This is an optimization exercise on Yosys and OpenROAD, whose aim is small area and few clock cycles per item, not a production implementation.
At most, simulation tests tie the RTL to the original design; equivalence was not proved.
Function not checked in runs 1 to 3 and 5 to 7: the RTL went through the layout flow alone.

`design.v`:
```
package bfp_pkg;
  localparam logic [3:0] COMP_METH_BFP = 4'd1;
  localparam int         RB_SAMPLES    = 24;
  localparam int         BEATS_PER_RB  = 6;
  function automatic logic [63:0] byte_reverse(input logic [63:0] d);
    for (int i = 0; i < 8; i++) byte_reverse[8*i +: 8] = d[56-8*i +: 8];
  endfunction
endpackage
module bfp_decomp (
  input  logic        clk,
  input  logic        rst,
  input  logic [63:0] s_axis_tdata,
  input  logic [7:0]  s_axis_tkeep,
  input  logic        s_axis_tvalid,
  output logic        s_axis_tready,
  input  logic        s_axis_tlast,
  input  logic [31:0] s_axis_tuser,
  output logic [63:0] m_axis_tdata,
  output logic [7:0]  m_axis_tkeep,
  output logic        m_axis_tvalid,
  output logic        m_axis_tlast,
  output logic [31:0] m_axis_tuser,
  input  logic [3:0]  ctrl_ud_comp_meth,
  input  logic [3:0]  ctrl_ud_iq_width
);
  logic        in_pkt_q, last_in_q, bfp_q, expd_q;
  logic [3:0]  iqw_q, exp_q;
  logic [2:0]  k_q;           
  logic [3:0]  r_q;           
  logic [6:0]  sh_q;          
  logic [59:0] beat_q;        
  logic [63:0] din;
  logic [123:0] cat;
  logic        acc, want_acc;
  logic        f_bfp, f_w15, f_ext, f_xo, f_eop;
  logic [3:0]  f_e, f_r;
  logic [6:0]  f_sh;
  logic        k5, xneed, ge_w, ge_w2, ge_2, m_xo, m_ext, lastseen, rb_left, nx;
  logic        fits_x, take_x, m_eop, cap;
  logic [4:0]  wq5;
  logic [4:0]  xa;
  logic [3:0]  e_x;
  logic [1:0]  csel;
  logic [3:0]  rr [4];
  logic [3:0]  r_nxt, e_nxt;
  logic        bfp, ext, xo, eop;
  logic [3:0]  iqw, e;
  logic [4:0]  w;
  logic [6:0]  sh;
  logic [63:0] v;
  logic [15:0] lo_keep, hi_fill, sg_sel;
  logic [3:0][15:0] smp;
  logic        unused_ok;
  assign unused_ok    = &{1'b0, s_axis_tkeep};
  assign m_axis_tkeep = 8'hFF;
  assign din = bfp_pkg::byte_reverse(s_axis_tdata);
  assign cat = {beat_q, din};
  assign f_bfp = (ctrl_ud_comp_meth == bfp_pkg::COMP_METH_BFP) && (ctrl_ud_iq_width != 4'd0);
  assign f_w15 = (ctrl_ud_iq_width == 4'd15);
  assign f_e   = f_bfp ? din[59:56] : 4'd0;
  assign f_ext = !f_bfp || !f_w15;
  assign f_xo  = f_bfp && f_w15;
  assign f_eop = !f_bfp && s_axis_tlast;
  assign f_r   = !f_bfp ? 4'd0 : f_w15 ? 4'd14 : 4'd14 - ctrl_ud_iq_width;
  assign f_sh  = f_bfp ? 7'd68 + {3'b0, ctrl_ud_iq_width} + {3'b0, f_e} : 7'd76;
  assign wq5   = bfp_q ? {1'b0, iqw_q} : 5'd16;
  assign k5    = (k_q == 3'd5);
  assign xneed = bfp_q && (k_q == 3'd0) && !expd_q;
  assign ge_w  = {1'b0, r_q} >= wq5;
  assign ge_w2 = {1'b0, r_q} >= wq5 + 5'd2;
  assign ge_2  = r_q >= 4'd2;
  assign want_acc = !in_pkt_q ? 1'b1 :
                    last_in_q ? 1'b0 :
                    !bfp_q    ? 1'b1 :
                    xneed     ? !ge_2 :
                    k5        ? !ge_w2 : !ge_w;
  assign s_axis_tready = want_acc;
  assign acc      = s_axis_tvalid && want_acc;
  assign m_xo     = xneed && (ge_2 || acc);
  assign m_ext    = !bfp_q ? acc : (!xneed && (ge_w || acc));
  assign lastseen = last_in_q || (acc && s_axis_tlast);
  assign rb_left  = acc ? (iqw_q == 4'd1 || iqw_q == 4'd2) : (iqw_q == 4'd1 && r_q >= 4'd9);
  assign nx       = !lastseen || rb_left;
  assign fits_x   = acc ? ({1'b0, r_q} + 5'd14 >= wq5) : ge_w2;
  assign take_x   = bfp_q && k5 && m_ext && nx && fits_x;
  assign m_eop    = m_ext && (bfp_q ? (k5 && !nx) : s_axis_tlast);
  assign cap      = m_xo || take_x;
  always_comb begin
    rr[0] = r_q;
    rr[1] = r_q - iqw_q;
    rr[2] = r_q - iqw_q - 4'd2;
    rr[3] = r_q - 4'd2;
    csel = !bfp_q  ? 2'd0 :
           m_xo    ? 2'd3 :
           take_x  ? 2'd2 :
           m_ext   ? 2'd1 : 2'd0;
  end
  assign xa = 5'd16 - {1'b0, r_q} + (k5 ? {1'b0, iqw_q} : 5'd0);
  always_comb begin
    logic [123:0] s;
    s = cat;
    for (int k = 4; k >= 0; k--) if (xa[k]) s = s << (4 << k);
    e_x = s[123:120];
  end
  assign r_nxt = in_pkt_q ? rr[csel] : f_r;
  assign e_nxt = in_pkt_q ? (cap ? e_x : exp_q) : f_e;
  assign bfp = in_pkt_q ? bfp_q : f_bfp;
  assign iqw = in_pkt_q ? iqw_q : ctrl_ud_iq_width;
  assign w   = bfp ? {1'b0, iqw} : 5'd16;
  assign e   = in_pkt_q ? (bfp_q ? exp_q : 4'd0) : f_e;
  assign sh  = in_pkt_q ? sh_q : f_sh;
  assign ext = acc && !in_pkt_q ? f_ext : m_ext && in_pkt_q;
  assign xo  = in_pkt_q ? m_xo : (acc && f_xo);
  assign eop = in_pkt_q ? m_eop : (acc && f_eop);
  always_comb begin
    logic [139:0] s;
    s = {16'd0, cat};
    for (int k = 6; k >= 0; k--) if (sh[k]) s = s << (1 << k);
    v = s[139:76];
  end
  always_comb begin
    for (int j = 0; j < 16; j++) begin
      lo_keep[j] = (5'(j) >= {1'b0, e});
      hi_fill[j] = (6'(j) >= {2'b0, e} + {1'b0, w});
      sg_sel[j]  = (6'(j) + 6'd1 == {2'b0, e} + {1'b0, w});
    end
  end
  always_comb begin
    for (int i = 0; i < 4; i++) begin
      logic [63:0] s;
      logic [15:0] f;
      logic        sg;
      s = v;
      for (int k = 3; k >= 0; k--) if (iqw[k]) s = s << (i << k);
      f  = (bfp || i == 0) ? s[63:48] : din[63-16*i -: 16];
      sg = |(f & sg_sel);
      for (int j = 0; j < 16; j++)
        smp[i][j] = lo_keep[j] & (hi_fill[j] ? sg : f[j]);
    end
  end
  always_ff @(posedge clk or posedge rst) begin
    if (rst) begin
      in_pkt_q      <= 1'b0;
      last_in_q     <= 1'b0;
      expd_q        <= 1'b0;
      k_q           <= '0;
      r_q           <= '0;
      m_axis_tvalid <= 1'b0;
      m_axis_tlast  <= 1'b0;
    end else begin
      m_axis_tvalid <= ext;
      m_axis_tlast  <= eop;
      if (acc) in_pkt_q <= 1'b1;
      if (acc && s_axis_tlast) last_in_q <= 1'b1;
      if (!in_pkt_q) begin
        if (acc) begin
          r_q    <= f_r;
          expd_q <= f_xo;
          k_q    <= (f_bfp && !f_xo) ? 3'd1 : 3'd0;
        end
      end else begin
        r_q <= rr[csel];
        if (cap) expd_q <= 1'b1;
        else if (m_ext) expd_q <= 1'b0;
        if (m_ext && bfp_q) k_q <= k5 ? 3'd0 : k_q + 3'd1;
      end
      if (eop) begin
        in_pkt_q  <= 1'b0;
        last_in_q <= 1'b0;
        expd_q    <= 1'b0;
        k_q       <= '0;
        r_q       <= '0;
      end
    end
  end
  always_ff @(posedge clk) begin
    if (!in_pkt_q) begin
      bfp_q        <= f_bfp;
      iqw_q        <= ctrl_ud_iq_width;
      m_axis_tuser <= s_axis_tuser;
    end
    exp_q <= e_nxt;
    sh_q  <= {1'b0, ~r_nxt, 2'b00} + {2'b0, w} + {3'b0, e_nxt};
    if (acc) beat_q <= din[59:0];
    m_axis_tdata <= bfp_pkg::byte_reverse({smp[0], smp[1], smp[2], smp[3]});
  end
endmodule
```
`flow/run.sh`:
```
#!/bin/bash
cp standard.sh standard_sh_copy.log
export BUFFER_PORTS_ARGS="-buffer_cell sky130_fd_sc_hd__buf_1"
bash standard.sh > standard_flow.log 2>&1
```
`standard.sh`:
```
#!/bin/bash
# synth_recipe.tcl (not shown) runs the flow's synth.tcl, then flattens the netlist and writes it again
# the make line also repeats each setting of config.mk as NAME=value (left out here)
make -C /OpenROAD-flow-scripts/flow DESIGN_CONFIG=/design/flow/config.mk WORK_HOME=/design/flow/orfs CLKGATE_MAP_FILE= SYNTH_SCRIPT=/design/flow/synth_recipe.tcl "${@:-finish}"
```
`config.mk`:
```
export PLATFORM = sky130hd
export DESIGN_NAME = bfp_decomp
export DESIGN_NICKNAME = bfp_decomp
export VERILOG_FILES = /design/flow/design.v
export SDC_FILE = /design/flow/constraint.sdc
export NUM_CORES = 4
export LEC_CHECK = 0
export ABC_AREA = 1
export CAP_MARGIN = 20
export CORE_MARGIN = 2
export CORE_UTILIZATION = 40
export SLEW_MARGIN = 20
```
`constraint.sdc`:
```
create_clock -name core_clock -period 8.0 [get_ports {clk}]
set_input_delay 1.6000 -clock core_clock [delete_from_list [all_inputs] [get_ports {clk}]]
set_output_delay 1.6000 -clock core_clock [all_outputs]
set_load 0.01 [all_outputs]
```
==> results.txt, run 1 <==
Hold Path Class flop to flop; layout cells sized above 1 between 6 and 7%; R2R Path Start k_q[0]$_DFFE_PP0P_; fin crit share 87.0%; max cap viols 0; Synth Cell Area ~19000 um2; core area between 40000 and 50000 um2; setup bufs post-CTS 0; gpl congestion ~1; worst-path fanout max 30; final setup fails 0; DP Cell Count ~3900; total gr overflow 0; final core utilization around 44%; PnR worst setup slack about 1000 ps; flops & latches, synth approximately 180; synth top area cells nand3_1, nand2_1, edfxtp_1, dfxtp_1, o21ai_0; CTS Hold Bufs 0; most common cell in the netlist nand3_1; Post-DRT Antenna Nets 0; pin count of the biggest net entering global routing 115; Rel. slew slack roughly 28%; worst hold slack roughly 490 ps; post-synth top area share 25.7%; hpwl dp around 79000 um; Async SR Flop Fraction under 10%; Design Area, Final 21100 um2; placed cell area 20500 um2; Reg clk slew, reported paths approximately 80 ps; # nets final between 3000 and 4000; CTS H-tree depth 4; vias per inst ~6.2; CTS resizes 0; slowest cell delay on critical path approximately 520 ps; measured slew at the worst slew-check pin 1080 ps; I/O pin cnt between 200 and 250; Clock Sinks around 180; Initial Utilization about two fifths; CP startpoint ctrl_ud_iq_width[1]; CP Class primary input to flop; synth-to-layout area growth 9.77%; R2R Setup Slk approximately 1800 ps; Pre-antenna DRT Iters 6; CTS Buffer Depth 2; wire length per cell after detailed routing roughly 26 um; DR iter-0 viols between 3000 and 4000; final hold vios 0; warnings from Yosys 2; slowest cell on the critical path inv_2; Die Y-Extent approximately 220 um; Seq/Total Area, Yosys around a quarter; Final Non-Filler Cells between 3000 and 4000; CTS root buffer clkbuf_16; top cells by count, synth nand3_1, nand2_1, inv_1, o21ai_0, nor2_1; cell taking the most area after synthesis nand3_1; DP Worst Slack roughly 750 ps; PortBufs slightly above 200; WP data arrival roughly 7300 ps; CP startpoint kind primary input; worst setup path endpoint m_axis_tdata[39]$_DFF_P_; Post-route DRC 0; Clock Skew 21.4 ps; Chip Width around 220 um; main flop type after synthesis edfxtp_1; Die Footprint approximately 50000 um2; f_max 144 MHz; Final Max Slew Viols 0; R2R Path End sh_q[6]$_DFF_P_; vias in the first global route 21800; EDFF count, synth a little over 90; total track usage between 30% and 40%; Worst Setup End Kind flop; fin crit period between 6000 and 7000 ps; vias 24500; Most common cell on crit path nand3_1; Fin Setup TNS 0 ps; WP data required 8330 ps; Worst-Skew Late Latency approximately 500 ps; TritonCTS Buffers 17; first-pass GRT wire length approximately 150000 um; status no timing/DRC/antenna violations; initial antenna violation count 7; Avg Cell Area, Syn between 6 and 7 um2; cell count of the worst reg-to-reg path 29; CTS tree done; Cell Rows 80; Synth cell types 57; Routed WL ~100000 um; Mapped Cells about 3200; RSZ-0062 raised after global routing false
[metal layers]
metal | track usage (%) | part of all wire, % | vias to the layer above
li1 | - | - | 11200
met1 | 55.2 | 42 | 11500
met3 | 7.68 | 11 | 233
met4 | 20.1 | 5.8 | 10
met2 | 57.6 | 41 | 1518
met5 | 0 | 0.066 | -
[how the worst min path moves through the flow]
stage	startpoint	endpoint	cells past startpoint
2_1_floorplan	expd_q$_DFFE_PP0P_	expd_q$_DFFE_PP0P_	2
3_3_place_gp	expd_q$_DFFE_PP0P_	expd_q$_DFFE_PP0P_	2
3_5_place_dp	expd_q$_DFFE_PP0P_	expd_q$_DFFE_PP0P_	2
4_1_cts	expd_q$_DFFE_PP0P_	expd_q$_DFFE_PP0P_	2
5_1_grt	expd_q$_DFFE_PP0P_	expd_q$_DFFE_PP0P_	2
6_report	expd_q$_DFFE_PP0P_	expd_q$_DFFE_PP0P_	2
[final cells by class]
| class | count | area [um2] |
|---|---|---|
| clock inverter | 14 | 180 |
| clock buffer | 18 | 450 |
| sequential | 184 | 4670 |
| inverter | 224 | 843 |
| antenna | 2 | 5.00 |
| fill | 5274 | 26500 |
| timing repair buffer | 281 | 1460 |
| multi-input combinational | 2592 | 12800 |
| tap | 615 | 769 |
[registers in the layout (all words and copies together) (netlist names), 3 cells and up]
register and cells:
m_axis_tuser 32, r_q 4, iqw_q 4, beat_q 60, m_axis_tdata 64, exp_q 4, sh_q 7, k_q 3
[cell families after synthesis]
logic type               share of synthesized area [%]
AO/OA/AOI/OAI                                     10.7
other                                           0.0195
adder cells (fa/ha/maj)                           3.26
flip-flops                                        24.2
XOR/XNOR                                         0.500
buffers and inverters                             10.0
AND/OR/NAND/NOR                                   51.3
[cells in the final DEF (no fill, tap or decap), types with 65 or more instances in the layout]
cell type	count
edfxtp_1	92
buf_4	65
dfxtp_1	80
nand2_1	885
buf_1	206
nor2_1	114
o21ai_0	169
nand4_1	85
inv_1	204
nand3_1	987
a21oi_1	113
[critical path: cells and delay by family]
kind	cells	cell delay, ps
xor gates and xnor gates	1	270
AOI/OAI and AO/OA	2	280
adders and majority gates	4	1170
buffers and inverters	6	1390
and+or+nand+nor	18	2560
==> inputs of run 2 (changes only) <==
==> flow/run.sh (replaced) <==
#!/bin/bash
# The standard layout (standard.sh), with two changes to how it is made:
#  - Yosys's ABC maps the logic with an area-oriented script (flow/abc_area.script,
#    used in place of ORFS's abc_area.script; ABC_AREA is 1). Registers are
#    mapped before ABC runs, so they are the standard synthesis's.
#  - the port buffers are sky130_fd_sc_hd__buf_1 cells.
# Each tool's output is in orfs/logs; standard.sh's own output in standard_flow.log.
set -euo pipefail
here=$(pwd)
rm -rf "$here/orfs_scripts"
cp -r "$FLOW_HOME/scripts" "$here/orfs_scripts"
cp "$here/flow/abc_area.script" "$here/orfs_scripts/abc_area.script"
export SCRIPTS_DIR="$here/orfs_scripts"
export BUFFER_PORTS_ARGS="-buffer_cell sky130_fd_sc_hd__buf_1"
bash standard.sh > standard_flow.log 2>&1
==> flow/abc_area.script (new file) <==
strash
dch
amap
topo
stime -c
==> run 2 against run 1 <==
  * First-iteration DRC count is 40% lower
  * Critical path depth is 9 higher
  * Cell area is 5.3% lower
  * Synthesized cell count is 42% lower
  * Maximum frequency is 11% lower
  * Sequential cell count stayed put
  * Count of clock-buffer cells in the layout stayed put
  * Global-route usage is 3.1 points lower
  * Clock skew is 3.5 ps lower
==> results.txt, run 2 <==
EDFF count, synth 92; Synth cell types 48; top cells by count, synth nor2_1, o22ai_1, o22a_1, clkinv_1, a21oi_1; total gr overflow 0; core area 37400 um2; Seq/Total Area, Yosys about 31%; total track usage between 30 and 40%; Post-route DRC 0; max cap viols 0; # nets final around 2600; final hold vios 0; final setup fails 0; gpl congestion 1.04; WP buf/inv 12; Clock Sinks around 180; Clock Skew between 15 and 20 ps; post-synth top area share a little under a fifth; Chip Width between 150 and 200 um; Async SR Flop Fraction approximately 6.5%; DR iter-0 viols between 2000 and 2500; PortBufs 206; f_max roughly 130 MHz; synth-to-layout area growth 32.9%; CTS root buffer clkbuf_16; most common cell in the netlist nor2_1; main flop type after synthesis edfxtp_1; Post-DRT Antenna Nets 0; pin count of the biggest net entering global routing 101; commonest cells after routing, fill and taps aside buf_4, nor2_1, o22ai_1, o22a_1, buf_1; I/O pin cnt between 200 and 250; final core utilization a little over half; Pre-antenna DRT Iters 6; Synth Cell Area between 15000 and 20000 um2; vias in the first global route 17300; Largest regs m_axis_tdata x64, beat_q x60, m_axis_tuser x32; CTS Buffer Depth 2; status no timing/DRC/antenna violations; PnR worst setup slack approximately 190 ps; Worst Setup End Kind flop; Fin Setup TNS 0 ps; Worst-Skew Late Latency around 510 ps; slowest cell on the critical path o22ai_1; Mapped Cells 1851; fin crit period about 7800 ps; slowest cell delay on critical path 460 ps; Reg with most FFs m_axis_tdata; layout cells sized above 1 17.6%; vias per inst ~6.6; CTS H-tree depth 4; CTS tree done; flops & latches, synth 184; cell taking the most area after synthesis edfxtp_1; Cell Rows between 70 and 80; commonest non-fill, non-tap cell in the layout buf_4; DP Worst Slack -669 ps; Hold Path Class flop to flop; hpwl dp roughly 56000 um; RSZ-0062 raised after global routing false; Initial Utilization around two fifths; Die Footprint around 39000 um2; measured slew at the worst slew-check pin approximately 1100 ps; WP data required about 8400 ps; wire length per cell after detailed routing roughly 25 um; Routed WL 72000 um; CP delay by family, top compound AO/OA/AOI/OAI gates; Rel. slew slack approximately 29%; TritonCTS Buffers 17; WP data arrival 8160 ps; Final Max Slew Viols 0; placed cell area approximately 19000 um2; Most common cell on crit path buf_4; Design Area, Final ~20000 um2; vias 19200; CP Class primary input to flop; synth top area cells edfxtp_1, o22a_1, o22ai_1, dfxtp_1, nor2_1; worst hold slack 541 ps; warnings from Yosys 2; CP startpoint kind primary input; initial antenna violation count 3; Die Y-Extent about 200 um; fin crit share a little over nine tenths; first-pass GRT wire length roughly 110000 um; max reg flops 64; worst-path fanout max between 40 and 50; Reg clk slew, reported paths roughly 70 ps; Avg Cell Area, Syn between 8 and 9 um2
## run 2: cell type report
class	instances	area [um2]
fill	3651	17400
timing repair buffer	527	3350
clock inverter	14	135
tap	511	639
multi-input combinational	1499	10100
inverter	167	661
antenna	3	7.51
clock buffer	18	439
sequential	184	4660
## run 2: per-stage QoR
| step | cells |
|---|---|
| finish | 2923 |
| CTS | 2913 |
| global placement | 2878 |
| global route | 2921 |
| floorplan | 1858 |
| detailed placement | 2878 |
## run 2: what timing repair did
action	in CTS	in global routing
pin swaps	1	9
hold buffers	0	0
gates resized for setup	3	40
setup buffers	3	7
setup endpoints to repair	24	45
## run 2: final timing paths
check / from / end / slack (ps) / cells after the start
max: ctrl_ud_iq_width[0] / m_axis_tdata[58]$_DFF_P_ / 190 / 40
min: last_in_q$_DFFE_PP0P_ / last_in_q$_DFFE_PP0P_ / 540 / 2
max reg2reg: k_q[0]$_DFFE_PP0P_ / sh_q[5]$_DFF_P_ / 1220 / 22
min reg2reg: last_in_q$_DFFE_PP0P_ / last_in_q$_DFFE_PP0P_ / 540 / 2
max in group asynchronous: rst / k_q[1]$_DFFE_PP0P_ / 6770 / 2
min in group asynchronous: rst / m_axis_tvalid$_DFF_PP0_ / 1000 / 2
## run 2: cell families after synthesis
group	share of synthesized area, %
AOI/OAI and AO/OA	48.2
and+or+nand+nor	12.0
DFF	31.0
buffers and inverters	4.56
adders and majority gates	4.17
other	0.0249
## run 2: per-layer routing
metal	track usage, %	share of wire [%]
met1	51.2	44
met2	54.2	43
met3	6.39	8.9
met4	16.2	4.3
met5	0	0
## run 2: worst reg2reg max path, stage by stage (launching register included)
cell      delay (ps)
dfrtp_1          390
clkinv_1         150
nor3_1           560
clkinv_1         330
nor2_1           160
ha_1             270
nand2_1           90
nand2_1           90
a21oi_4          230
clkinv_1         780
buf_4            580
o22ai_1          160
a22oi_1           90
o22ai_1          180
a22oi_1          130
o22ai_1          560
o221ai_1         330
fa_1             570
fa_1             480
a21o_1           210
a21oi_1          190
nor2_1            60
a21oi_1          100
==> inputs of run 3 (changes only) <==
==> flow/abc_area.script (replaced) <==
strash
dch
amap
topo
stime -c
buffer -c
upsize -c
dnsize -c
==> run 3 against run 2 <==
  * Still clean on timing, DRC and antenna
  * Cell area is 0.35% higher
  * Cell count increased by 0.75%
  * Synthesized cell count increased by 10%
==> results.txt, run 3 <==
wire length per cell after detailed routing between 20 and 30 um; Post-DRT Antenna Nets 0; CTS Buffer Depth 2; Chip Width between 200 and 250 um; DR iter-0 viols 2596; vias per inst 6.58; core area around 40000 um2; measured slew at the worst slew-check pin between 1000 and 1500 ps; initial antenna violation count 1; Die Footprint roughly 41000 um2; WP data required 8350 ps; total gr overflow 0; Synth Cell Area ~16000 um2; post-synth top area share 17.3%; fillers between 3000 and 4000; Initial Utilization 40.3%; vias 19400; gr busiest metal met2; Reg with most FFs m_axis_tdata; max reg flops 64; CP startpoint ctrl_ud_iq_width[1]; Largest regs m_axis_tdata x64, beat_q x60, m_axis_tuser x32; fin crit share 97.0%; fin crit period 7760 ps; cell taking the most area after synthesis edfxtp_1; Final Max Slew Viols 0; synth-to-layout area growth 26.0%; slowest cell on the critical path o32ai_1; CTS H-tree depth 4; hold path depth 2; flops & latches, synth about 180; main flop type after synthesis edfxtp_1; Hold Startpoint expd_q$_DFFE_PP0P_; Worst-Skew Late Latency 470 ps; CTS tree done; worst-path fanout max 21; vias in the first global route 17400; f_max around 130 MHz; max cap viols 0; Rel. slew slack 27.9%; Worst Setup End Kind flop; Hold Path Class flop to flop; WP data arrival 8110 ps; warnings from Yosys 2; hpwl dp approximately 58000 um; status no timing/DRC/antenna violations; Synth cell types 65; Die Y-Extent 204 um; Seq/Total Area, Yosys about 29%; CTS Hold Bufs 0; first-pass GRT wire length between 100000 and 150000 um; Async SR Flop Fraction ~6.5%; CTS root buffer clkbuf_16; commonest cells after routing, fill and taps aside buf_4, nor2_1, o22ai_1, o22a_1, buf_1; Clock Skew roughly 12 ps; cell count of the worst reg-to-reg path 25; Most common cell on crit path o22ai_1; top cells by count, synth nor2_1, o22ai_1, o22a_1, inv_1, a21oi_1; final hold vios 0; slowest cell delay on critical path 450 ps; R2R Path Start k_q[0]$_DFFE_PP0P_; pin count of the biggest net entering global routing around 100; Routed WL ~74000 um; gpl congestion about 1.0; TritonCTS Buffers 17; I/O pin cnt between 200 and 250; EDFF count, synth a little over 90; PortBufs ~210; Cell Rows 73; Clock Sinks between 150 and 200; most common cell in the netlist nor2_1; commonest non-fill, non-tap cell in the layout buf_4; Mapped Cells 2041; synth top area cells edfxtp_1, o22a_1, dfxtp_1, o22ai_1, nor2_1; total track usage between 30% and 40%; DP Worst Slack -206 ps; Avg Cell Area, Syn 7.81 um2; # nets final between 2000 and 3000; CP startpoint kind primary input; met2 Use GR approximately 52%; PnR worst setup slack about 240 ps; layout cells sized above 1 between 10% and 20%; CP Class primary input to flop; Reg clk slew, reported paths about 80 ps; Post-route DRC 0; final setup fails 0; Pre-antenna DRT Iters 8; M3 GR Usage 6.33%; met1 Usage GRT between 40 and 50%
## run 3: cell families (layout without fill, tap and decap cells)
| kind of cell | after synthesis | in the layout | synth area share [%] |
|---|---|---|---|
| AOI/OAI and AO/OA | 995 | 995 | 45.9 |
| adders and majority gates | 46 | 46 | 3.94 |
| and+or+nand+nor | 450 | 450 | 11.6 |
| other | 1 | 9 | 0.0235 |
| buffers and inverters | 365 | 736 | 9.29 |
| DFF | 184 | 184 | 29.3 |
## run 3: path summary, 6_finish.rpt
check	slack (ps)	end
worst min register to register	560	expd_q$_DFFE_PP0P_
worst min-delay path	560	expd_q$_DFFE_PP0P_
min in group asynchronous	1120	r_q[0]$_DFFE_PP0P_
max in group asynchronous	6530	m_axis_tvalid$_DFF_PP0_
worst max register to register	1410	sh_q[5]$_DFF_P_
worst max-delay path	240	m_axis_tdata[59]$_DFF_P_
## run 3: area by class of cell
| cell class | instances | area (um2) | share of cell area (%) |
|---|---|---|---|
| antenna | 1 | 2.50 | 0.0125 |
| clock buffer | 17 | 425 | 2.12 |
| clock inverter | 15 | 190 | 0.947 |
| inverter | 167 | 629 | 3.13 |
| multi-input combinational | 1499 | 10100 | 50.4 |
| sequential | 184 | 4660 | 23.2 |
| tap | 525 | 657 | 3.27 |
| timing repair buffer | 537 | 3400 | 16.9 |
## run 3: stage by stage
| step | cell area (um2) | hold WS [ps] | utilization [%] | setup TNS (ps) | instances |
|---|---|---|---|---|---|
| after detailed placement | 19200 | 540 | 48.6 | -2630 | 2901 |
| final | 20100 | 556 | 50.8 | 0 | 2945 |
| after CTS | 19800 | 554 | 50.1 | 0 | 2933 |
| after global placement | 19200 | 525 | 48.6 | -2920 | 2901 |
| after global routing | 20100 | 589 | 50.8 | -27.0 | 2944 |
| after floorplan | 16000 | 493 | - | 0 | 2048 |
## run 3: per-layer routing
metal,vias to the layer above,routed length [um]
met1,9333,31600
met5,-,11
met2,1120,31600
li1,8784,-
met4,2,3260
met3,150,7860
## run 3: timing repair
| item | in CTS | in global routing |
|---|---|---|
| resized for setup | 0 | 31 |
| setup buffers | 0 | 10 |
| endpoints found under the setup margin | 0 | 45 |
## run 3: worst max-delay path, delay by kind of cell
family	cells	cell delay, ps
AOI/OAI and AO/OA	15	3630
adders and majority gates	3	880
buffers and inverters	10	1230
and+or+nand+nor	6	720
==> inputs of run 4 (changes only) <==
--- a/design.v
+++ b/design.v
@@ -48,5 +48,7 @@
   logic [4:0]  w;
   logic [6:0]  sh;
-  logic [63:0] v;
+  logic [63:0] v, v_q;
+  logic [3:0]  e_q2;
+  logic [4:0]  w2;
   logic [15:0] lo_keep, hi_fill, sg_sel;
   logic [3:0][15:0] smp;
@@ -119,9 +121,10 @@
     v = s[139:76];
   end
+  assign w2 = bfp_q ? {1'b0, iqw_q} : 5'd16;
   always_comb begin
     for (int j = 0; j < 16; j++) begin
-      lo_keep[j] = (5'(j) >= {1'b0, e});
-      hi_fill[j] = (6'(j) >= {2'b0, e} + {1'b0, w});
-      sg_sel[j]  = (6'(j) + 6'd1 == {2'b0, e} + {1'b0, w});
+      lo_keep[j] = (5'(j) >= {1'b0, e_q2});
+      hi_fill[j] = (6'(j) >= {2'b0, e_q2} + {1'b0, w2});
+      sg_sel[j]  = (6'(j) + 6'd1 == {2'b0, e_q2} + {1'b0, w2});
     end
   end
@@ -131,7 +134,7 @@
       logic [15:0] f;
       logic        sg;
-      s = v;
-      for (int k = 3; k >= 0; k--) if (iqw[k]) s = s << (i << k);
-      f  = (bfp || i == 0) ? s[63:48] : din[63-16*i -: 16];
+      s = v_q;
+      for (int k = 3; k >= 0; k--) if (iqw_q[k]) s = s << (i << k);
+      f  = (bfp_q || i == 0) ? s[63:48] : v_q[63-16*i -: 16];
       sg = |(f & sg_sel);
       for (int j = 0; j < 16; j++)
@@ -174,4 +177,5 @@
     end
   end
+  assign m_axis_tdata = bfp_pkg::byte_reverse({smp[0], smp[1], smp[2], smp[3]});
   always_ff @(posedge clk) begin
     if (!in_pkt_q) begin
@@ -183,5 +187,6 @@
     sh_q  <= {1'b0, ~r_nxt, 2'b00} + {2'b0, w} + {3'b0, e_nxt};
     if (acc) beat_q <= din[59:0];
-    m_axis_tdata <= bfp_pkg::byte_reverse({smp[0], smp[1], smp[2], smp[3]});
+    v_q   <= v;
+    e_q2  <= e;
   end
 endmodule
==> flow/abc_area.script (replaced) <==
strash
dch
amap
topo
stime -c
==> run 4 against run 3 <==
  * Area after synthesis decreased by 4.2%
  * First-iteration DRC count decreased by 9.2%
  * Register-to-register slack got worse by 690 ps
  * Global-route usage decreased by 3.0 points
  * Worst hold slack got worse by 17 ps
  * Utilization decreased by 3.7 points
  * Highest routed layer is now met4
==> results.txt, run 4 <==
Largest regs v_q x64, beat_q x60, m_axis_tuser x32; commonest non-fill, non-tap cell in the layout nor2_1; warnings from Yosys 2; Final Max Slew Viols 0; EDFF count, synth 92; final core utilization roughly 47%; Die Y-Extent about 200 um; Mapped Cells approximately 1900; CP delay by family, top buffers and inverters; Chip Width around 200 um; CTS Hold Bufs 0; DR iter-0 viols 2358; Synth Area in XOR/XNOR less than 1%; PortBufs slightly above 200; fin crit share 93.1%; pin count of the biggest net entering global routing about 110; Most common cell on crit path nor2_1; flops & latches, synth between 150 and 200; synth top area cells edfxtp_1, o22a_1, o22ai_1, dfxtp_1, nor2_1; total track usage roughly a third; status no timing/DRC/antenna violations; core area roughly 38000 um2; measured slew at the worst slew-check pin roughly 1100 ps; max cap viols 0; Simple-Gate Fraction of Synth Area roughly an eighth; most common cell in the netlist nor2_1; Post-DRT Antenna Nets 0; Post-Synth Adder-Cell Area between 3 and 4%; Avg Cell Area, Syn between 8 and 9 um2; hpwl dp around 47000 um; Cell Rows 71; layout cells sized above 1 between 5 and 6%; vias per inst about 6.8; CTS tree done; Synth cell types 49; top cells by count, synth nor2_1, o22ai_1, o22a_1, clkinv_1, a21oi_1; vias 18300; Clock Sinks 188; Seq/Total Area, Yosys 31.1%; Reg clk slew, reported paths roughly 80 ps; wire length per cell after detailed routing around 24 um; slowest cell on the critical path clkinv_1; Routed WL between 60000 and 70000 um; I/O pin cnt ~220; worst-path fanout max 14; Hold Path Class flop to flop; commonest cells after routing, fill and taps aside nor2_1, o22ai_1, o22a_1, buf_1, clkinv_1; vias in the first global route approximately 16000; RSZ-0062 raised after global routing false; TritonCTS Buffers 17; CTS root buffer clkbuf_16; Synth Area in Compound Gates between 40% and 50%; max reg flops 64; CTS H-tree depth 4; Synth Cell Area between 15000 and 20000 um2; gpl congestion approximately 0.99; WP data arrival around 6000 ps; Pre-antenna DRT Iters 5; WP data required roughly 6400 ps; slowest cell delay on critical path 380 ps; combinational family with the most area after synthesis compound AO/OA/AOI/OAI gates; synth-to-layout area growth 16.2%; Initial Utilization around 40%; final setup fails 0; worst hold slack approximately 540 ps; first-pass GRT wire length 97500 um; cell taking the most area after synthesis edfxtp_1; Reg with most FFs v_q; Worst-Skew Late Latency between 400 and 500 ps; multiplexer area fraction after synthesis 0%; CP startpoint kind flop; CTS Buffer Depth 2; Die Footprint 39800 um2; main flop type after synthesis edfxtp_1; Worst Setup End Kind output port; Rel. slew slack about 29%; post-synth top area share between 15 and 20%; final hold vios 0; antenna cells 0; total gr overflow 0; Post-route DRC 0; WP buf/inv 12; Clock Skew approximately 12 ps; fin crit period 7440 ps; Async SR Flop Fraction 6.38%; f_max roughly 130 MHz; # nets final about 2300; initial antenna violation count 0; CP Class flop to output port
-- run 4: timing repair --
item / 4_1_cts / 5_1_grt
resized for setup: 0 / 5
setup endpoints to repair: 0 / 45
setup buffers: 0 / 1
-- run 4: kinds of logic (layout without fill, tap and decap cells) --
logic type / Yosys count / after routing
compound gates: 1011 / 1011
xor+xnor: 1 / 1
fa+ha+maj: 44 / 44
buf+inv: 144 / 417
flops: 188 / 188
other cells: 1 / 8
simple gates: 489 / 489
-- run 4: area by class of cell --
class	count	area [um2]
clock buffers	20	457
clock inverters	12	98.8
fillers	3844	19900
inverters	136	561
multi-input cells	1553	10100
flip-flops and latches	188	4750
well taps	511	639
repair buffers	249	1110
-- run 4: worst min-delay path: cells and delay by family (launching register included) --
kind / cells / cell delay (ps)
flops: 1 / 350
simple gates: 2 / 150
-- run 4: metal layers --
| metal | vias to the layer above | GRT usage [%] | routed length [um] |
|---|---|---|---|
| met3 | 171 | 5.32 | 6130 |
| li1 | 8394 | - | - |
| met5 | - | 0 | 0 |
| met2 | 1031 | 49.0 | 28200 |
| met1 | 8661 | 44.4 | 27700 |
| met4 | 0 | 12.5 | 2450 |
-- run 4: path summary, 6_finish.rpt --
| path | endpoint | from | depth (start not counted) | slack, ps |
|---|---|---|---|---|
| max reg2reg | sh_q[5]$_DFF_P_ | iqw_q[0]$_DFF_P_ | 31 | 720 |
| max in group asynchronous | r_q[3]$_DFFE_PP0P_ | rst | 2 | 6680 |
| min | last_in_q$_DFFE_PP0P_ | last_in_q$_DFFE_PP0P_ | 2 | 540 |
| min in group asynchronous | r_q[1]$_DFFE_PP0P_ | rst | 2 | 1080 |
| max | m_axis_tdata[60] | iqw_q[0]$_DFF_P_ | 27 | 560 |
| min reg2reg | last_in_q$_DFFE_PP0P_ | last_in_q$_DFFE_PP0P_ | 2 | 540 |
-- run 4: metrics by stage --
stage               setup slack (ps)  setup TNS [ps]  instance area (um2)  instances
global route                    74.3               0                17700       2669
CTS                              119               0                17700       2668
finish                           556               0                17700       2669
detailed placement               649               0                17200       2636
floorplan                       -200           -1860                15500       1885
global placement                 722               0                17200       2636
Testbench counts of run 4, summed over its fixed seeds: cycles 10,627, items 10,579.
==> inputs of run 5 (changes only) <==
--- a/design.v
+++ b/design.v
@@ -48,8 +48,9 @@
   logic [4:0]  w;
   logic [6:0]  sh;
-  logic [63:0] v, v_q;
+  logic [63:0] v;
+  logic [63:3] v_q;           
   logic [3:0]  e_q2;
   logic [4:0]  w2;
-  logic [15:0] lo_keep, hi_fill, sg_sel;
+  logic [15:0] lo_keep, hi_fill;
   logic [3:0][15:0] smp;
   logic        unused_ok;
@@ -126,5 +127,4 @@
       lo_keep[j] = (5'(j) >= {1'b0, e_q2});
       hi_fill[j] = (6'(j) >= {2'b0, e_q2} + {1'b0, w2});
-      sg_sel[j]  = (6'(j) + 6'd1 == {2'b0, e_q2} + {1'b0, w2});
     end
   end
@@ -133,11 +133,13 @@
       logic [63:0] s;
       logic [15:0] f;
-      logic        sg;
-      s = v_q;
+      logic        t;
+      s = {v_q, 3'b000};
       for (int k = 3; k >= 0; k--) if (iqw_q[k]) s = s << (i << k);
-      f  = (bfp_q || i == 0) ? s[63:48] : v_q[63-16*i -: 16];
-      sg = |(f & sg_sel);
-      for (int j = 0; j < 16; j++)
-        smp[i][j] = lo_keep[j] & (hi_fill[j] ? sg : f[j]);
+      f  = (bfp_q || i == 0) ? s[63:48] : beat_q[63-16*i -: 16];
+      t = 1'b0;
+      for (int j = 0; j < 16; j++) begin
+        t = hi_fill[j] ? t : f[j];
+        smp[i][j] = lo_keep[j] & t;
+      end
     end
   end
@@ -187,5 +189,5 @@
     sh_q  <= {1'b0, ~r_nxt, 2'b00} + {2'b0, w} + {3'b0, e_nxt};
     if (acc) beat_q <= din[59:0];
-    v_q   <= v;
+    v_q   <= v[63:3];
     e_q2  <= e;
   end
==> run 5 against run 4 <==
  * Cell area shrank 2.9%
  * Routed wire length grew 3.2%
  * Critical path depth shrank 2
  * Cell count shrank 4.2%
  * Largest cell class unchanged
  * Count of clock-buffer cells in the layout shrank 2
  * Maximum frequency shrank 2.2%
  * Highest routed layer unchanged
  * Area after synthesis shrank 4.0%
  * Synthesized cell count shrank 4.2%
  * Setup slack lost 170 ps
  * Critical endpoint is now m_axis_tdata[55]
  * Non-clock buffer count grew 9
  * Clock skew grew 6.0 ps
  * Die area shrank 3.9%
==> results.txt, run 5 <==
first-pass GRT wire length slightly below 100000 um; layout cells sized above 1 6.61%; fillers 3681; CTS root buffer clkbuf_16; main flop type after synthesis edfxtp_1; CP Class flop to output port; hpwl dp roughly 50000 um; synth-to-layout area growth 17.5%; fin crit period 7610 ps; vias per inst between 6 and 7; worst hold slack between 500 and 600 ps; EDFF count, synth between 90 and 100; Mapped Cells ~1800; Hold Path Class flop to flop; Rel. slew slack about a quarter; CP startpoint kind flop; total track usage around a third; Post-DRT Antenna Nets 0; Die Footprint 38200 um2; cell taking the most area after synthesis edfxtp_1; Design Area, Final about 17000 um2; TritonCTS Buffers 17; warnings from Yosys 3; final core utilization 47.4%; initial antenna violation count 1; final hold vios 0; Synth cell types 43; max cap viols 0; f_max 131 MHz; PnR worst setup slack a little under 400 ps; Async SR Flop Fraction approximately 6.5%; Die Y-Extent about 200 um; fin crit share 95.1%; Clock Sinks between 150 and 200; Largest regs v_q x61, beat_q x60, m_axis_tuser x32; commonest non-fill, non-tap cell in the layout nor2_1; PortBufs 206; core area about 36000 um2; Worst Setup End Kind output port; Reg with most FFs v_q; DP Worst Slack 346 ps; Routed WL around 67000 um; synth top area cells edfxtp_1, o22a_1, o22ai_1, dfxtp_1, nor2_1; CTS tree done; Initial Utilization roughly two fifths; Chip Width around 200 um; Final Max Slew Viols 0; # nets final around 2200; Fin Setup TNS 0 ps; final setup fails 0; max reg flops 61; worst-path fanout max 66; DP Cell Count 2523; CTS H-tree depth 4; total gr overflow 0; commonest cells after routing, fill and taps aside nor2_1, o22ai_1, o22a_1, buf_1, clkinv_1; most common cell in the netlist nor2_1; Seq/Total Area, Yosys about a third; flops & latches, synth between 150 and 200; Synth Cell Area about 15000 um2; status no timing/DRC/antenna violations; Cell Rows 70; Most common cell on crit path o22ai_1; Final Non-Filler Cells roughly 2600; CTS Hold Bufs 0; slowest cell on the critical path buf_4; Worst-Skew Late Latency 480 ps; Post-route DRC 0; post-synth top area share between 10% and 20%; pin count of the biggest net entering global routing 102; vias in the first global route approximately 16000; wire length per cell after detailed routing roughly 26 um; vias ~17000; WP data arrival between 6000 and 7000 ps; DR iter-0 viols between 2000 and 2500; WP data required 6400 ps; Reg clk slew, reported paths 70 ps; top cells by count, synth nor2_1, o22ai_1, o22a_1, clkinv_1, a21oi_1; CTS Buffer Depth 2; Avg Cell Area, Syn 8.15 um2; Pre-antenna DRT Iters 8; measured slew at the worst slew-check pin ~1100 ps; I/O pin cnt approximately 220; Clock Skew approximately 18 ps; placed cell area between 15000 and 20000 um2; slowest cell delay on critical path about 550 ps; gpl congestion around 1.0
run 5: cell count changes after synthesis, sizes merged, moves of 11 or more:
cell,delta
a211oi,-28
nor3,-27
a21oi,+23
nand3,-21
o221ai,-16
nor2,-15
a22oi,+14
a221oi,-12
nand2,+11
run 5: cell type report:
| type | count | area [um2] | area share [%] |
|---|---|---|---|
| tap | 468 | 586 | 3.40 |
| antenna | 1 | 2.50 | 0.0145 |
| multi-input combinational | 1476 | 9630 | 55.9 |
| clock buffer | 18 | 429 | 2.49 |
| sequential | 185 | 4700 | 27.3 |
| timing repair buffer | 258 | 1180 | 6.82 |
| inverter | 137 | 579 | 3.36 |
| clock inverter | 14 | 130 | 0.755 |
run 5: timing repair:
action	in CTS	in global routing
buffers inserted	0	1
resized for setup	7	19
endpoints found under the setup margin	2	11
endpoints found under the hold margin	0	0
pin swaps	1	3
run 5: per-layer routing:
layer / wire length [um] / up-vias / GRT usage, %
met5: 0 / - / 0
met4: 4130 / 0 / 18.9
met3: 6670 / 172 / 7.56
met2: 29000 / 1006 / 53.1
met1: 26700 / 8219 / 44.2
li1: - / 7996 / -
run 5: kinds of logic (layout without fill, tap and decap cells):
group	Yosys count	count (layout)	synth area share (%)
compound gates	985	985	48.2
fa+ha+maj	44	44	4.06
buf+inv	145	427	3.92
flops	185	185	32.0
other cells	1	9	0.0256
simple gates	439	439	11.9
run 5: final timing paths:
| path | from | to | slack (ps) | depth (start not counted) |
|---|---|---|---|---|
| setup / recovery | iqw_q[3]$_DFF_P_ | m_axis_tdata[55] | 390 | 25 |
| hold / removal | k_q[2]$_DFFE_PP0P_ | k_q[2]$_DFFE_PP0P_ | 530 | 1 |
| setup reg to reg | iqw_q[1]$_DFF_P_ | sh_q[6]$_DFF_P_ | 1490 | 25 |
| hold reg to reg | k_q[2]$_DFFE_PP0P_ | k_q[2]$_DFFE_PP0P_ | 530 | 1 |
| max in group asynchronous | rst | in_pkt_q$_DFFE_PP0P_ | 6720 | 2 |
| min in group asynchronous | rst | last_in_q$_DFFE_PP0P_ | 1050 | 2 |
run 5: worst max-delay path, delay by kind of cell (launching register included):
kind	cells	cell delay [ps]
and+or+nand+nor	3	290
AOI/OAI and AO/OA	20	4100
DFF	1	370
buffers and inverters	2	730
==> inputs of run 6 (changes only) <==
--- a/design.v
+++ b/design.v
@@ -38,4 +38,5 @@
   logic        k5, xneed, ge_w, ge_w2, ge_2, m_xo, m_ext, lastseen, rb_left, nx;
   logic        fits_x, take_x, m_eop, cap;
+  logic [4:0]  dw;
   logic [4:0]  wq5;
   logic [4:0]  xa;
@@ -70,6 +71,7 @@
   assign k5    = (k_q == 3'd5);
   assign xneed = bfp_q && (k_q == 3'd0) && !expd_q;
-  assign ge_w  = {1'b0, r_q} >= wq5;
-  assign ge_w2 = {1'b0, r_q} >= wq5 + 5'd2;
+  assign dw    = {1'b0, r_q} - {1'b0, iqw_q};
+  assign ge_w  = !dw[4];
+  assign ge_w2 = !dw[4] && (dw[3:1] != 3'd0);
   assign ge_2  = r_q >= 4'd2;
   assign want_acc = !in_pkt_q ? 1'b1 :
@@ -85,5 +87,5 @@
   assign rb_left  = acc ? (iqw_q == 4'd1 || iqw_q == 4'd2) : (iqw_q == 4'd1 && r_q >= 4'd9);
   assign nx       = !lastseen || rb_left;
-  assign fits_x   = acc ? ({1'b0, r_q} + 5'd14 >= wq5) : ge_w2;
+  assign fits_x   = acc ? (dw != 5'b10001) : ge_w2;    
   assign take_x   = bfp_q && k5 && m_ext && nx && fits_x;
   assign m_eop    = m_ext && (bfp_q ? (k5 && !nx) : s_axis_tlast);
@@ -91,6 +93,6 @@
   always_comb begin
     rr[0] = r_q;
-    rr[1] = r_q - iqw_q;
-    rr[2] = r_q - iqw_q - 4'd2;
+    rr[1] = dw[3:0];
+    rr[2] = dw[3:0] - 4'd2;
     rr[3] = r_q - 4'd2;
     csel = !bfp_q  ? 2'd0 :
==> flow/abc_area.script (replaced) <==
strash
&get -n
&deepsyn -T 20
&put
dch
amap
topo
stime -c
==> run 6 against run 5 <==
  * Cell count rose by 2.5%
  * Global-route usage up 6.1 points
  * Worst hold slack worse by 38 ps
  * Area after synthesis shrank 4.2%
  * Synthesized cell count increased by 2.3%
  * Highest routed layer is now met5
  * Via count rose by 3.7%
  * Non-clock buffer count up 34
  * Sequential cell count unchanged
  * Register-to-register slack lost 730 ps
  * Setup slack worse by 160 ps
==> results.txt, run 6 <==
CP startpoint kind flop; Design Area, Final between 15000 and 20000 um2; core area 34500 um2; status no timing/DRC/antenna violations; max reg flops 61; Reg clk slew, reported paths around 80 ps; Seq/Total Area, Yosys 33.4%; post-synth top area share between 10% and 20%; worst-path fanout max 6; total gr overflow 0; Mapped Cells between 1500 and 2000; PortBufs roughly 200; EDFF count, synth 92; area of the multi-input gates approximately 9000 um2; hpwl dp between 50000 and 60000 um; fillers 3507; commonest non-fill, non-tap cell in the layout o22ai_1; WP buf/inv 7; total track usage between 40% and 50%; Clock Sinks approximately 190; final core utilization ~49%; Post-route DRC 0; Post-DRT Antenna Nets 0; Sequential cell area approximately 4700 um2; Rel. slew slack between 20% and 30%; placed cell area about 16000 um2; Hold Path Class flop to flop; synth top area cells edfxtp_1, o22ai_1, dfxtp_1, nor2_1, clkinv_1; Reg with most FFs v_q; top cells by count, synth o22ai_1, nor2_1, clkinv_1, nand2_1, o21ai_0; wire length per cell after detailed routing about 29 um; vias per inst about 7; Die Footprint ~37000 um2; DR iter-0 viols 2985; max cap viols 0; Clock Skew 14.0 ps; flops & latches, synth roughly 190; Initial Utilization about two fifths; # nets final between 2000 and 2500; CTS Buffer Depth 2; measured slew at the worst slew-check pin ~1100 ps; WP data required around 6400 ps; pin count of the biggest net entering global routing 85; fin crit share 97.1%; initial antenna violation count 4; I/O pin cnt 223; gpl congestion between 1 and 1.5; final hold vios 0; Largest regs v_q x61, beat_q x60, m_axis_tuser x32; commonest cells after routing, fill and taps aside o22ai_1, nor2_1, buf_1, clkinv_1, nand2_1; slowest cell on the critical path dfxtp_2; Most common cell on crit path o22ai_1; warnings from Yosys 3; Synth Cell Area 14000 um2; Final Max Slew Viols 0; most common cell in the netlist o22ai_1; vias around 18000; Die Y-Extent ~190 um; Worst Setup End Kind output port; Avg Cell Area, Syn between 7 and 8 um2; Async SR Flop Fraction approximately 6.5%; CTS Hold Bufs 0; vias in the first global route between 15000 and 20000; RSZ-0062 raised after global routing true; first-pass GRT wire length about 110000 um; Synth cell types 51; CP Class flop to output port; final setup fails 0; fin crit period about 7800 ps; CTS H-tree depth 4; Chip Width 191 um; Worst-Skew Late Latency 470 ps; CTS tree done; layout cells sized above 1 slightly below 9%; synth-to-layout area growth 21.4%; CP delay by family, top compound AO/OA/AOI/OAI gates; f_max ~130 MHz; main flop type after synthesis edfxtp_1; Routed WL 75300 um; Pre-antenna DRT Iters 8; cell taking the most area after synthesis edfxtp_1; TritonCTS Buffers 17; Cell Rows between 60 and 70; WP data arrival roughly 6200 ps; slowest cell delay on critical path approximately 340 ps; CTS root buffer clkbuf_16
==> run 6: cell count changes after synthesis, sizes merged, moves of 15 or more <==
cell / before / now
o22a: 253 / 29
o22ai: 287 / 369
o21ai: 83 / 131
nand2: 97 / 140
clkinv: 137 / 178
a222oi: 10 / 49
a21oi: 131 / 98
nor2: 297 / 327
o32ai: 50 / 26
nor3: 7 / 23
a221oi: 37 / 22
==> run 6: cell families (layout without fill, tap and decap cells) <==
family                   Yosys count  in the layout  synth area share (%)
AO/OA/AOI/OAI                    864            864                  41.0
adder cells (fa/ha/maj)           39             39                  3.85
buffers and inverters            186            502                  5.19
flip-flops                       185            185                  33.4
other                              1             10                0.0267
AND/OR/NAND/NOR                  565            565                  16.6
==> run 6: worst paths after layout <==
path	start	endpoint	slack [ps]	cells past startpoint
max	iqw_q[0]$_DFF_P_	m_axis_tdata[6]	230	37
max in group asynchronous	rst	m_axis_tvalid$_DFF_PP0_	6720	2
max reg2reg	iqw_q[1]$_DFF_P_	sh_q[5]$_DFF_P_	760	30
min	exp_q[2]$_DFF_P_	exp_q[2]$_DFF_P_	490	2
min reg2reg	exp_q[2]$_DFF_P_	exp_q[2]$_DFF_P_	490	2
min in group asynchronous	rst	k_q[0]$_DFFE_PP0P_	1040	2
==> run 6: what timing repair did <==
item                                    in CTS  in global routing
setup buffers                               11                 12
pin swaps                                    7                 22
endpoints found under the setup margin      10                 16
gates resized for setup                      9                 51
gates cloned                                 0                  0
==> run 6: final cells by class <==
cell class / count / area share [%]
sequential: 185 / 27.6
clock buffer: 17 / 2.50
tap: 455 / 3.34
clock inverter: 15 / 1.29
multi-input combinational: 1476 / 52.7
antenna: 2 / 0.0294
inverter: 178 / 4.06
timing repair buffer: 292 / 8.50
==> run 6: through the flow <==
stage               instances  setup slack [ps]  setup TNS, ps  hold WS (ps)
CTS                      2606              41.3              0           491
global route             2618             -99.6           -533           525
global placement         2563               435              0           477
detailed placement       2563               273              0           480
floorplan                1847              99.1              0           425
finish                   2620               231              0           489
==> run 6: worst reg2reg max path: cells and delay by family (launching register included) <==
kind / cells / cell delay, ps
fa+ha+maj: 5 / 1540
flops: 1 / 360
simple gates: 9 / 1830
compound gates: 10 / 2290
buf+inv: 6 / 1100
==> run 6: layer usage <==
| metal | vias up | track usage, % | routed length (um) |
|---|---|---|---|
| met5 | - | 0 | 14 |
| met4 | 2 | 22.6 | 4710 |
| met3 | 231 | 7.64 | 8310 |
| met2 | 1315 | 60.2 | 32200 |
| met1 | 8547 | 54.5 | 30100 |
| li1 | 7949 | - | - |
==> inputs of run 7 (changes only) <==
--- a/config.mk
+++ b/config.mk
@@ -7,6 +7,6 @@
 export LEC_CHECK = 0
 export ABC_AREA = 1
-export CAP_MARGIN = 20
+export CAP_MARGIN = 5
 export CORE_MARGIN = 2
 export CORE_UTILIZATION = 40
-export SLEW_MARGIN = 20
+export SLEW_MARGIN = 5
==> run 7 against run 6 <==
  * Maximum frequency did not move
  * Non-clock buffer count unchanged
  * First-iteration DRC count unchanged
  * Clock skew unchanged
  * Global-route usage unchanged
  * Critical path type unchanged
==> results.txt, run 7 <==
status no timing/DRC/antenna violations; worst hold slack 489 ps; Initial Utilization approximately two fifths; CP startpoint kind flop; DP Cell Count around 2600; combinational family with the most area after synthesis compound AO/OA/AOI/OAI gates; CTS Hold Bufs 0; area of the multi-input gates roughly 9000 um2; CP Class flop to output port; Reg with most FFs v_q; RSZ-0062 raised after global routing true; Post-DRT Antenna Nets 0; CTS tree done; DR iter-0 viols between 2000 and 3000; total gr overflow 0; Sequential cell area 4700 um2; # nets final around 2300; synth top area cells edfxtp_1, o22ai_1, dfxtp_1, nor2_1, clkinv_1; Post-Synth Adder-Cell Area under 10%; commonest cells after routing, fill and taps aside o22ai_1, nor2_1, buf_1, clkinv_1, nand2_1; Post-route DRC 0; layout cells sized above 1 between 8 and 9%; Seq/Total Area, Yosys approximately 33%; warnings from Yosys 3; final hold vios 0; pin count of the biggest net entering global routing 85; Simple-Gate Fraction of Synth Area ~17%; WP data arrival slightly above 6000 ps; PnR worst setup slack 231 ps; Synth Area in Compound Gates just over 40%; CTS root buffer clkbuf_16; Rel. slew slack 27.4%; core area roughly 35000 um2; Largest regs v_q x61, beat_q x60, m_axis_tuser x32; Worst-Skew Late Latency about 470 ps; main flop type after synthesis edfxtp_1; post-synth top area share between 15 and 20%; CP delay by family, top compound AO/OA/AOI/OAI gates; vias per inst about 6.9; Synth cell types ~50; CTS H-tree depth 4; measured slew at the worst slew-check pin around 1100 ps; Async SR Flop Fraction under 10%; slowest cell delay on critical path between 300 and 400 ps; hpwl dp between 50000 and 60000 um; placed cell area about 16000 um2; EDFF count, synth 92; I/O pin cnt 223; Synth Area in XOR/XNOR 0%; WP data required 6400 ps; Fin Setup TNS 0 ps; PortBufs 206; Routed WL roughly 75000 um; top cells by count, synth o22ai_1, nor2_1, clkinv_1, nand2_1, o21ai_0; WP buf/inv 7; final core utilization 49.3%; Final Non-Filler Cells 2620; Worst Setup End Kind output port; final setup fails 0; Cell Rows 68; wire length per cell after detailed routing 28.7 um; Mapped Cells between 1500 and 2000; vias in the first global route between 15000 and 20000; Clock Skew between 10 and 15 ps; fin crit period around 7800 ps; most common cell in the netlist o22ai_1; Design Area, Final around 17000 um2; Synth Cell Area 14000 um2; gpl congestion around 1.0; worst-path fanout max 6; Final Max Slew Viols 0; first-pass GRT wire length between 100000 and 150000 um; vias approximately 18000; max reg flops between 60 and 70; fillers 3507; initial antenna violation count 4; slowest cell on the critical path dfxtp_2; Clock Sinks around 190; synth-to-layout area growth 21.4%; multiplexer area fraction after synthesis 0%; commonest non-fill, non-tap cell in the layout o22ai_1; Most common cell on crit path o22ai_1; CTS Buffer Depth 2; Die Y-Extent ~190 um; Hold Path Class flop to flop; fin crit share just under 100%; TritonCTS Buffers 17; flops & latches, synth around 190; Reg clk slew, reported paths roughly 80 ps; cell taking the most area after synthesis edfxtp_1; f_max around 130 MHz; total track usage between 40% and 50%; Chip Width approximately 190 um; Pre-antenna DRT Iters 8; Die Footprint 36600 um2; DP Worst Slack 273 ps; Avg Cell Area, Syn 7.63 um2; max cap viols 0
==> run 7: cell counts after synthesis <==
No cell type changed its count.
==> run 7: worst reg2reg max path: cells and delay by family (launching register included) <==
| kind | cells | cell delay, ps |
|---|---|---|
| flip-flops | 1 | 360 |
| AND/OR/NAND/NOR | 9 | 1830 |
| adder cells (fa/ha/maj) | 5 | 1540 |
| AO/OA/AOI/OAI | 10 | 2290 |
| buffers and inverters | 6 | 1100 |
==> run 7: cell families (layout without fill, tap and decap cells) <==
logic type | Yosys count | in the layout
buf+inv | 186 | 502
simple gates | 565 | 565
compound gates | 864 | 864
fa+ha+maj | 39 | 39
flops | 185 | 185
other cells | 1 | 10
==> run 7: path summary, 6_finish.rpt <==
path / from / to / slack (ps) / cells after the start
hold reg to reg: exp_q[2]$_DFF_P_ / exp_q[2]$_DFF_P_ / 490 / 2
hold / removal: exp_q[2]$_DFF_P_ / exp_q[2]$_DFF_P_ / 490 / 2
max in group asynchronous: rst / m_axis_tvalid$_DFF_PP0_ / 6720 / 2
min in group asynchronous: rst / k_q[0]$_DFFE_PP0P_ / 1040 / 2
setup reg to reg: iqw_q[1]$_DFF_P_ / sh_q[5]$_DFF_P_ / 760 / 30
setup / recovery: iqw_q[0]$_DFF_P_ / m_axis_tdata[6] / 230 / 37
==> run 7: layer usage <==
| layer | vias up | share of wire, % | global-route usage (%) |
|---|---|---|---|
| met3 | 231 | 11 | 7.64 |
| met5 | - | 0.019 | 0 |
| met4 | 2 | 6.3 | 22.6 |
| met2 | 1315 | 43 | 60.2 |
| li1 | 7949 | - | - |
| met1 | 8547 | 40 | 54.5 |
==> run 7: final cells by class <==
cell class	instances	share of cell area, %
Multi-Input combinational cell	1476	52.7
Sequential cell	185	27.6
Timing Repair Buffer	292	8.50
Inverter	178	4.06
Tap cell	455	3.34
Clock buffer	17	2.50
Clock inverter	15	1.29
Antenna cell	2	0.0294
==> run 7: repair_timing <==
action / CTS / global route
endpoints found under the setup margin: 10 / 16
endpoints found under the hold margin: 0 / 0
pin swaps: 7 / 22
setup buffers: 11 / 12
gates resized for setup: 9 / 51
==> inputs of run 8 (changes only) <==
--- a/design.v
+++ b/design.v
@@ -52,5 +52,5 @@
   logic [63:3] v_q;           
   logic [3:0]  e_q2;
-  logic [4:0]  w2;
+  logic [4:0]  ew_q2;
   logic [15:0] lo_keep, hi_fill;
   logic [3:0][15:0] smp;
@@ -124,9 +124,8 @@
     v = s[139:76];
   end
-  assign w2 = bfp_q ? {1'b0, iqw_q} : 5'd16;
   always_comb begin
     for (int j = 0; j < 16; j++) begin
       lo_keep[j] = (5'(j) >= {1'b0, e_q2});
-      hi_fill[j] = (6'(j) >= {2'b0, e_q2} + {1'b0, w2});
+      hi_fill[j] = (5'(j) >= ew_q2);
     end
   end
@@ -193,4 +192,5 @@
     v_q   <= v[63:3];
     e_q2  <= e;
+    ew_q2 <= {1'b0, e} + w;
   end
 endmodule
--- a/config.mk
+++ b/config.mk
@@ -7,6 +7,6 @@
 export LEC_CHECK = 0
 export ABC_AREA = 1
-export CAP_MARGIN = 5
+export CAP_MARGIN = 20
 export CORE_MARGIN = 2
 export CORE_UTILIZATION = 40
-export SLEW_MARGIN = 5
+export SLEW_MARGIN = 20
==> run 8 against run 7 <==
  * First-iteration DRC count is 13% lower
  * Maximum frequency is 0.56% higher
  * Utilization down 2.2 points
  * Setup slack improved by 43 ps
  * Count of clock-buffer cells in the layout grew 2
  * Highest routed layer unchanged
==> results.txt, run 8 <==
commonest cells after routing, fill and taps aside nor2_1, o22ai_1, buf_1, clkinv_1, o21ai_0; final hold vios 0; layout cells sized above 1 4.85%; # nets final 2306; f_max approximately 130 MHz; status no timing/DRC/antenna violations; main flop type after synthesis edfxtp_1; cell count of the worst reg-to-reg path 27; Seq/Total Area, Yosys between 30% and 40%; multiplexer area fraction after synthesis 0%; Die Footprint between 30000 and 40000 um2; Async SR Flop Fraction ~6.3%; Routed WL roughly 73000 um; Simple-Gate Fraction of Synth Area between 15 and 20%; TritonCTS Buffers 17; fin crit period approximately 7700 ps; cell taking the most area after synthesis edfxtp_1; measured slew at the worst slew-check pin about 1100 ps; Final Non-Filler Cells about 2600; Die Y-Extent ~190 um; CP Class flop to output port; worst-path fanout max 32; DP Cell Count 2593; slowest cell delay on critical path approximately 530 ps; fin crit share 96.6%; post-synth top area share 19.4%; pin count of the biggest net entering global routing 66; Worst Hold Path EP expd_q$_DFFE_PP0P_; Synth Area in XOR/XNOR 0%; R2R Path Start iqw_q[2]$_DFF_P_; Largest regs v_q x61, beat_q x60, m_axis_tuser x32; CTS H-tree depth 4; total gr overflow 0; Worst-Skew Late Latency between 400 and 500 ps; DR iter-0 viols 2598; WP data arrival a little over 6000 ps; Cell Rows 69; first-pass GRT wire length ~100000 um; vias around 18000; flops & latches, synth 190; commonest non-fill, non-tap cell in the layout nor2_1; R2R Path End sh_q[6]$_DFF_P_; gpl congestion between 1 and 1.5; RSZ-0062 raised after global routing true; Initial Utilization roughly two fifths; combinational family with the most area after synthesis compound AO/OA/AOI/OAI gates; hold path depth 2; final setup fails 0; Hold Path Class flop to flop; CTS tree done; warnings from Yosys 3; CTS root buffer clkbuf_16; Mapped Cells approximately 1900; PortBufs a little over 200; synth-to-layout area growth 16.8%; synth top area cells edfxtp_1, o22ai_1, dfxtp_1, nor2_1, o21ai_0; hpwl dp 58600 um; I/O pin cnt 223; Reg clk slew, reported paths 70 ps; Synth Area in Compound Gates between 30% and 40%; WP data required approximately 6400 ps; Post-DRT Antenna Nets 0; Avg Cell Area, Syn about 7.6 um2; Final Max Slew Viols 0; CP startpoint kind flop; Clock Skew 17.0 ps; Synth Cell Area 14300 um2; Hold Startpoint expd_q$_DFFE_PP0P_; Reg with most FFs v_q; Rel. slew slack between 20% and 30%; wire length per cell after detailed routing approximately 28 um; fillers around 3700; initial antenna violation count 6; final core utilization a little under half; vias per inst between 6 and 7; Clock Sinks 190; Synth cell types between 50 and 60; most common cell in the netlist nor2_1; max reg flops 61; R2R Setup Slk between 800 and 900 ps; total track usage about two fifths; core area between 30000 and 40000 um2; Post-route DRC 0; vias in the first global route 15800; max cap viols 0; Pre-antenna DRT Iters 7; slowest cell on the critical path nor2_1; CTS Buffer Depth 2; EDFF count, synth about 90; Fin Setup TNS 0 ps; Post-Synth Adder-Cell Area under 10%; Chip Width ~190 um; Worst Setup End Kind output port; top cells by count, synth nor2_1, o22ai_1, clkinv_1, o21ai_0, a21oi_1
run 8: per-layer routing:
layer	vias up	track usage [%]	share of wire, %
li1	7918	-	-
met1	8466	53.7	41
met2	1261	58.4	43
met3	171	6.46	10
met4	2	18.4	5.0
met5	-	0	0.018
run 8: cell families after synthesis:
| family | count (synthesis) |
|---|---|
| other cells | 1 |
| buf+inv | 181 |
| simple gates | 609 |
| compound gates | 852 |
| fa+ha+maj | 39 |
| flops | 190 |
run 8: stage by stage:
stage / cell area, um2 / hold slack [ps] / setup slack, ps
floorplan: 14300 / 444 / 1.10
global placement: 16100 / 477 / 890
detailed placement: 16100 / 501 / 795
CTS: 16600 / 519 / 296
global route: 16600 / 558 / -1.38
finish: 16600 / 524 / 274
run 8: layout make-up:
class	instances	area, um2	share of cell area [%]
clock inverters	13	106	0.639
clock buffers	19	433	2.60
repair buffers	261	1210	7.28
multi-input cells	1508	8870	53.3
flip-flops and latches	190	4780	28.7
inverters	173	661	3.97
diodes	1	2.50	0.0150
well taps	461	577	3.47
run 8: what timing repair did:
action | in CTS | in global routing
endpoints found under the setup margin | 0 | 9
resized for setup | 0 | 6
hold endpoints to repair | 0 | 0
hold buffers | 0 | 0
buffers inserted | 0 | 0
run 8: how the worst max path moves through the flow:
stage	end	start	cells past startpoint	slack (ps)
after global placement	m_axis_tdata[39]	ew_q2[4]$_DFF_P_	25	890
after floorplan	v_q[6]$_DFF_P_	in_pkt_q$_DFFE_PP0P_	14	1
after detailed placement	m_axis_tdata[55]	iqw_q[2]$_DFF_P_	26	790
after global routing	m_axis_tdata[39]	iqw_q[3]$_DFF_P_	25	-1
final	m_axis_tdata[39]	iqw_q[3]$_DFF_P_	25	270
after CTS	m_axis_tdata[55]	iqw_q[2]$_DFF_P_	26	300
run 8: worst max-delay path, delay by kind of cell, from the launching register on:
| family | cells | cell delay (ps) |
|---|---|---|
| flip-flops | 1 | 310 |
| buffers and inverters | 3 | 570 |
| AND/OR/NAND/NOR | 5 | 1170 |
| AO/OA/AOI/OAI | 17 | 3580 |
Testbench counts of run 8, summed over its fixed seeds: cycles 10,627, items 10,579.

static timing again, ports no longer ideal:
No port has a modelled driver above. Below, the same layouts with a new extraction and two added sets of constraints.
Step 1 sets driving cells, clkbuf_16 on the clock port and buf_2 on the other inputs (assumed; they add their load-dependent delay and slew).
Step 2 times the ports against the registers' clock, not the clock port: input delays grow and output delays shrink by t, the midpoint of the rising clock arrivals with the driver on.
a / b / c = no drivers / after step 1 / after step 2; a / b = the first two.
| run | t (ns) | setup WS [ns] | hold WS [ns] | slew at the worst register clock pin (ns) |
|---|---|---|---|---|
| run 1 | 0.545 | 1.040 / 1.075 / 0.530 | 0.495 / 0.495 / 0.495 | 0.09 / 0.09 |
| run 2 | 0.561 | 0.192 / 0.216 / -0.345 | 0.541 / 0.541 / 0.541 | 0.08 / 0.08 |
| run 3 | 0.520 | 0.242 / 0.274 / -0.245 | 0.556 / 0.556 / 0.556 | 0.09 / 0.09 |
| run 4 | 0.505 | 0.556 / 0.508 / 0.720 | 0.539 / 0.539 / 0.539 | 0.08 / 0.08 |
| run 5 | 0.523 | 0.389 / 0.333 / 0.856 | 0.527 / 0.527 / 0.527 | 0.09 / 0.09 |
| run 6 | 0.522 | 0.231 / 0.174 / 0.221 | 0.489 / 0.489 / 0.489 | 0.08 / 0.08 |
| run 7 | 0.522 | 0.231 / 0.174 / 0.221 | 0.489 / 0.489 / 0.489 | 0.08 / 0.08 |
| run 8 | 0.512 | 0.274 / 0.219 / 0.731 | 0.524 / 0.524 / 0.524 | 0.08 / 0.08 |
With both steps, setup timing fails in run 2 and run 3, where it was met with ideal ports. For run 2, which loses most, drivers alone change the setup slack by +0.024 ns; drivers and shift together by -0.537 ns.
